Background: an optimization exercise with open tools, aiming at small area and a short achievable clock period. Do not read the settings as production practice. Power and IR drop assume default switching activity.

==> flow/design.v <==
`default_nettype none
package coreSvcPkg;
	typedef struct packed {
		logic [3-1:0] size;
		logic [8-1:0]  tag;
		logic [64-1:0] data;
	} returnBeat_t;
	typedef struct packed {
		logic req;
		logic ena;
		logic ack;
	} intCtrl_t;
	typedef struct packed {
		logic empty;
		logic bkpt;
	} coreState_t;
endpackage
`default_nettype wire
`timescale 1ns/1ps
`default_nettype none
module returnFifo #(
	parameter int depth = 16
) (
	input  logic                    EXTCLK,
	input  logic                    rstN,
	input  logic                    wr,
	input  coreSvcPkg::returnBeat_t wrBeat,
	input  logic                    rdNow,
	output logic [depth-1:0]        rdSel,
	output logic [depth*(3+8+64)-1:0] memFlat,
	output logic                    notEmpty,
	output logic                    notEmptyNext,
	output logic                    full,
	output logic                    fullOut
);
	localparam int beatW = 3 + 8 + 64;
	logic [beatW-1:0] mem [0:depth-1];
	logic [depth-1:0] wrPtr;
	logic [depth-1:0] rdPtr;
	logic [depth-1:0] wrPtrNext;
	logic [depth-1:0] rdPtrNext;
	logic             fifteen;
	logic             two;
	logic             oneLeft;
	logic             oneLeftNext;
	logic             fullNext;
	logic             doWr;
	assign doWr = wr & ~full;
	always_comb
	begin
		if (fullNext)
			wrPtrNext = '0;
		else if (full)
			wrPtrNext = rdPtr;
		else if (doWr)
			wrPtrNext = {wrPtr[depth-2:0], wrPtr[depth-1]};
		else
			wrPtrNext = wrPtr;
	end
	assign rdPtrNext = rdNow ? {rdPtr[depth-2:0], rdPtr[depth-1]} : rdPtr;
	assign fifteen = |({wrPtr[depth-2:0], wrPtr[depth-1]} & rdPtr);
	assign two = |({rdPtr[depth-3:0], rdPtr[depth-1:depth-2]} & wrPtr);
	assign notEmptyNext = doWr | (notEmpty & ~(rdNow & oneLeft));
	assign fullNext = (full & ~rdNow) | (doWr & ~rdNow & fifteen);
	always_comb
	begin
		case ({doWr, rdNow})
			2'b10: oneLeftNext = ~notEmpty;
			2'b01: oneLeftNext = two;
			default: oneLeftNext = oneLeft;
		endcase
	end
	assign rdSel = rdPtr & {depth{rdNow}};
	genvar i;
	generate
		for (i = 0; i < depth; i++) begin : g_ent
			assign memFlat[i*beatW +: beatW] = mem[i];
			always_ff @(posedge EXTCLK)
			begin
				if (wrPtr[i])
					mem[i] <= wrBeat;
			end
		end
	endgenerate
	always_ff @(posedge EXTCLK or negedge rstN)
	begin
		if (!rstN)
		begin
			wrPtr <= depth'(1);
			rdPtr <= depth'(1);
			notEmpty <= 1'b0;
			full <= 1'b0;
			oneLeft <= 1'b0;
			fullOut <= 1'b0;
		end
		else
		begin
			wrPtr <= wrPtrNext;
			rdPtr <= rdPtrNext;
			notEmpty <= notEmptyNext;
			full <= fullNext;
			oneLeft <= oneLeftNext;
			fullOut <= (fullOut & ~rdNow) | (doWr & ~rdNow & fifteen);
		end
	end
endmodule
`default_nettype wire
`timescale 1ns/1ps
`default_nettype none
module returnArbiter #(
	parameter int depth = 16
) (
	input  logic                    EXTCLK,
	input  logic                    rstN,
	input  logic                    netWr,
	input  coreSvcPkg::returnBeat_t netWrBeat,
	output logic                    netFull,
	input  logic                    streamNotEmpty,
	input  logic                    streamNotEmptyNext,
	input  logic [depth-1:0]        streamSel,
	input  logic [depth*(3+8+64)-1:0] streamMem,
	output logic                    streamRd,
	input  logic                    localDrdy,
	input  coreSvcPkg::returnBeat_t localBeat,
	output logic                    localRd,
	output logic                    coreDrdy,
	output coreSvcPkg::returnBeat_t coreBeat
);
	localparam int beatW = 3 + 8 + 64;
	logic             netSel;
	logic             localBusy;
	logic             localSel;
	logic [beatW-1:0] netHead;
	logic [beatW-1:0] nextBeat;
	assign netFull = 1'b0;
	always_ff @(posedge EXTCLK or negedge rstN)
	begin
		if (!rstN)
		begin
			netSel <= 1'b0;
			streamRd <= 1'b0;
			localBusy <= 1'b0;
		end
		else
		begin
			netSel <= netWr;
			streamRd <= ~netWr & streamNotEmptyNext;
			localBusy <= netWr | streamNotEmptyNext;
		end
	end
	always_ff @(posedge EXTCLK)
		netHead <= netWrBeat;
	assign localRd = ~localBusy & localDrdy;
	assign localSel = ~netSel & ~streamNotEmpty;
	logic [beatW-1:0] pairBeat [0:depth/2-1];
	logic [depth/2-1:0] pairSel;
	always_comb
	begin
		nextBeat = ({beatW{netSel}} & netHead) | ({beatW{localSel}} & localBeat);
		for (int i = 0; i < depth/2; i++)
		begin
			pairSel[i] = streamSel[2*i] | streamSel[2*i+1];
			pairBeat[i] = streamSel[2*i+1] ? streamMem[(2*i+1)*beatW +: beatW] : streamMem[(2*i)*beatW +: beatW];
			nextBeat = nextBeat | ({beatW{pairSel[i]}} & pairBeat[i]);
		end
	end
	always_ff @(posedge EXTCLK or negedge rstN)
	begin
		if (!rstN)
			coreDrdy <= 1'b0;
		else
			coreDrdy <= netSel | streamNotEmpty | localDrdy;
	end
	always_ff @(posedge EXTCLK)
		coreBeat <= nextBeat;
endmodule
`default_nettype wire
`timescale 1ns/1ps
`default_nettype none
module tickGen #(
	parameter int scale = 20
) (
	input  logic EXTCLK,
	input  logic rstN,
	output logic tickPulse
);
	localparam int cntW = $clog2(scale);
	logic [cntW-1:0] cnt;
	logic            lastCycle;
	assign lastCycle = (cnt == cntW'(scale - 1));
	always_ff @(posedge EXTCLK or negedge rstN)
	begin
		if (!rstN)
		begin
			cnt <= '0;
			tickPulse <= 1'b0;
		end
		else
		begin
			cnt <= lastCycle ? '0 : cnt + 1'b1;
			tickPulse <= lastCycle;
		end
	end
endmodule
`default_nettype wire
`timescale 1ns/1ps
`default_nettype none
module intSequencer (
	input  logic                   EXTCLK,
	input  logic                   rstN,
	input  coreSvcPkg::intCtrl_t   intCtrl,
	input  coreSvcPkg::coreState_t coreState,
	output logic                   coreStop,
	output logic                   msgIntReq
);
	logic pendingReg;
	logic pendingOut;
	logic intPending;
	logic reqSent;
	logic fire;
	assign intPending = pendingReg & intCtrl.ena;
	assign coreStop = pendingOut & intCtrl.ena;
	assign fire = intPending & coreState.empty & ~coreState.bkpt & ~reqSent;
	always_ff @(posedge EXTCLK or negedge rstN)
	begin
		if (!rstN)
		begin
			pendingReg <= 1'b0;
			pendingOut <= 1'b0;
			reqSent <= 1'b0;
			msgIntReq <= 1'b0;
		end
		else
		begin
			pendingReg <= (intPending | intCtrl.req) & ~intCtrl.ack & intCtrl.ena;
			pendingOut <= (pendingOut & intCtrl.ena | intCtrl.req) & ~intCtrl.ack & intCtrl.ena;
			reqSent <= (reqSent | fire) & intPending;
			msgIntReq <= fire;
		end
	end
endmodule
`default_nettype wire
`timescale 1ns/1ps
`default_nettype none
module coreSvc (
	input  logic                    EXTCLK,
	input  logic                    rstN,
	input  logic                    streamWr,
	input  coreSvcPkg::returnBeat_t streamWrBeat,
	output logic                    streamFull,
	input  logic                    netWr,
	input  coreSvcPkg::returnBeat_t netWrBeat,
	output logic                    netFull,
	input  logic                    localDrdy,
	input  coreSvcPkg::returnBeat_t localBeat,
	output logic                    localRd,
	output logic                    coreDrdy,
	output coreSvcPkg::returnBeat_t coreBeat,
	output logic                    tickPulse,
	input  coreSvcPkg::intCtrl_t    intCtrl,
	input  coreSvcPkg::coreState_t  coreState,
	output logic                    coreStop,
	output logic                    msgIntReq
);
	localparam int depth = 16;
	localparam int beatW = 3 + 8 + 64;
	logic [depth-1:0]       streamSel;
	logic [depth*beatW-1:0] streamMem;
	logic                   streamNotEmpty;
	logic                   streamNotEmptyNext;
	logic                   streamRd;
	returnFifo streamFifo (.EXTCLK(EXTCLK), .rstN(rstN), .wr(streamWr), .wrBeat(streamWrBeat),
		.rdNow(streamRd), .rdSel(streamSel), .memFlat(streamMem),
		.notEmpty(streamNotEmpty), .notEmptyNext(streamNotEmptyNext), .full(), .fullOut(streamFull));
	returnArbiter arbiter (.EXTCLK(EXTCLK), .rstN(rstN),
		.netWr(netWr), .netWrBeat(netWrBeat), .netFull(netFull),
		.streamNotEmpty(streamNotEmpty), .streamNotEmptyNext(streamNotEmptyNext),
		.streamSel(streamSel), .streamMem(streamMem), .streamRd(streamRd),
		.localDrdy(localDrdy), .localBeat(localBeat), .localRd(localRd),
		.coreDrdy(coreDrdy), .coreBeat(coreBeat));
	tickGen tick (.EXTCLK(EXTCLK), .rstN(rstN), .tickPulse(tickPulse));
	intSequencer intSeq (.EXTCLK(EXTCLK), .rstN(rstN), .intCtrl(intCtrl),
		.coreState(coreState), .coreStop(coreStop), .msgIntReq(msgIntReq));
endmodule
`default_nettype wire
==> flow/config.mk <==
export PLATFORM = sky130hd
export DESIGN_NAME = coreSvc
export DESIGN_NICKNAME = coreSvc
export VERILOG_FILES = /design/flow/design.v
export SDC_FILE = /design/flow/constraint.sdc
export NUM_CORES = 4
export LEC_CHECK = 0
export CAP_MARGIN = 20
export CORE_MARGIN = 2
export CORE_UTILIZATION = 60
export SETUP_SLACK_MARGIN = 1.9
export SLEW_MARGIN = 20
==> flow/constraint.sdc <==
create_clock -name core_clock -period 4.0 [get_ports {EXTCLK}]
set_input_delay 0.8000 -clock core_clock [delete_from_list [all_inputs] [get_ports {EXTCLK}]]
set_output_delay 0.8000 -clock core_clock [all_outputs]
set_load 0.01 [all_outputs]
standard.sh (not shown) runs the stock make flow with config.mk's settings and CLKGATE_MAP_FILE= SYNTH_SCRIPT=/design/flow/synth_recipe.tcl, a recipe that flattens the netlist after the stock synthesis.
==> flow/flow/run.sh <==
#!/bin/bash
# The standard layout (standard.sh, unchanged synthesis) with two changes:
#  - port buffers made from buf_1 instead of the resizer's default pick
#  - clock tree sinks clustered by 25 within 200 um, without dummy loads
cp standard.sh standard_sh.txt.log
export BUFFER_PORTS_ARGS="-buffer_cell sky130_fd_sc_hd__buf_1"
export CTS_ARGS="-sink_clustering_enable -repair_clock_nets -sink_clustering_size 25 -sink_clustering_max_diameter 200 -dont_use_dummy_load"
bash standard.sh > standard.log 2>&1
==> next run, changes <==
--- a/flow/design.v
+++ b/flow/design.v
@@ -153,15 +153,9 @@
 	assign localRd = ~localBusy & localDrdy;
 	assign localSel = ~netSel & ~streamNotEmpty;
-	logic [beatW-1:0] pairBeat [0:depth/2-1];
-	logic [depth/2-1:0] pairSel;
 	always_comb
 	begin
 		nextBeat = ({beatW{netSel}} & netHead) | ({beatW{localSel}} & localBeat);
-		for (int i = 0; i < depth/2; i++)
-		begin
-			pairSel[i] = streamSel[2*i] | streamSel[2*i+1];
-			pairBeat[i] = streamSel[2*i+1] ? streamMem[(2*i+1)*beatW +: beatW] : streamMem[(2*i)*beatW +: beatW];
-			nextBeat = nextBeat | ({beatW{pairSel[i]}} & pairBeat[i]);
-		end
+		for (int i = 0; i < depth; i++)
+			nextBeat = nextBeat | ({beatW{streamSel[i]}} & streamMem[i*beatW +: beatW]);
 	end
 	always_ff @(posedge EXTCLK or negedge rstN)
@@ -170,5 +164,5 @@
 			coreDrdy <= 1'b0;
 		else
-			coreDrdy <= netSel | streamNotEmpty | localDrdy;
+			coreDrdy <= localBusy | localDrdy;
 	end
 	always_ff @(posedge EXTCLK)
@@ -215,10 +209,9 @@
 );
 	logic pendingReg;
-	logic pendingOut;
 	logic intPending;
 	logic reqSent;
 	logic fire;
 	assign intPending = pendingReg & intCtrl.ena;
-	assign coreStop = pendingOut & intCtrl.ena;
+	assign coreStop = intPending;
 	assign fire = intPending & coreState.empty & ~coreState.bkpt & ~reqSent;
 	always_ff @(posedge EXTCLK or negedge rstN)
@@ -227,5 +220,4 @@
 		begin
 			pendingReg <= 1'b0;
-			pendingOut <= 1'b0;
 			reqSent <= 1'b0;
 			msgIntReq <= 1'b0;
@@ -234,5 +226,4 @@
 		begin
 			pendingReg <= (intPending | intCtrl.req) & ~intCtrl.ack & intCtrl.ena;
-			pendingOut <= (pendingOut & intCtrl.ena | intCtrl.req) & ~intCtrl.ack & intCtrl.ena;
 			reqSent <= (reqSent | fire) & intPending;
 			msgIntReq <= fire;
Result: The changed run finished with timing, DRC and antenna clean; critical path depth rose by 3; die area drops by 1.1%; flip-flop and latch count is lower by 1; worst setup slack gets better by 11 ps; synthesized area shrinks by 1.1%; clock power hardly moves; sequential share of layout area rises by 1.4 points; total power is lower by 0.76%; non-clock buffer count went down by 35.
No functional check of the RTL was part of any run of this note.

## afterwards: timing with drivers on the ports
How much do the figures lean on ideal ports? The routed layouts below were timed once more, with nothing changed but the port constraints. Step 1: set_driving_cell puts a clkbuf_16 on EXTCLK and a buf_2 on each other input, an assumption about the parent block. Step 2 moves the port delays by t, midway between the first and last clock arrival at a register: inputs arrive t later, outputs are due t later. That takes back most of the time a late clock gives input paths. Slacks: ideal / step 1 / step 2; pairs: ideal / step 1.
| run | shift t [ns] | slack for setup (ns) | hold WS [ns] |
|---|---|---|---|
| the first run | 0.740 | 1.843 / 1.772 / 1.819 | 0.199 / 0.153 / 0.440 |
| the second run | 0.726 | 1.854 / 1.824 / 1.786 | 0.173 / 0.124 / 0.443 |
After both steps every run listed still meets setup and hold. The setup slack of the second run, which loses most, moves by -0.030 ns with the drivers and by -0.068 ns with both steps.
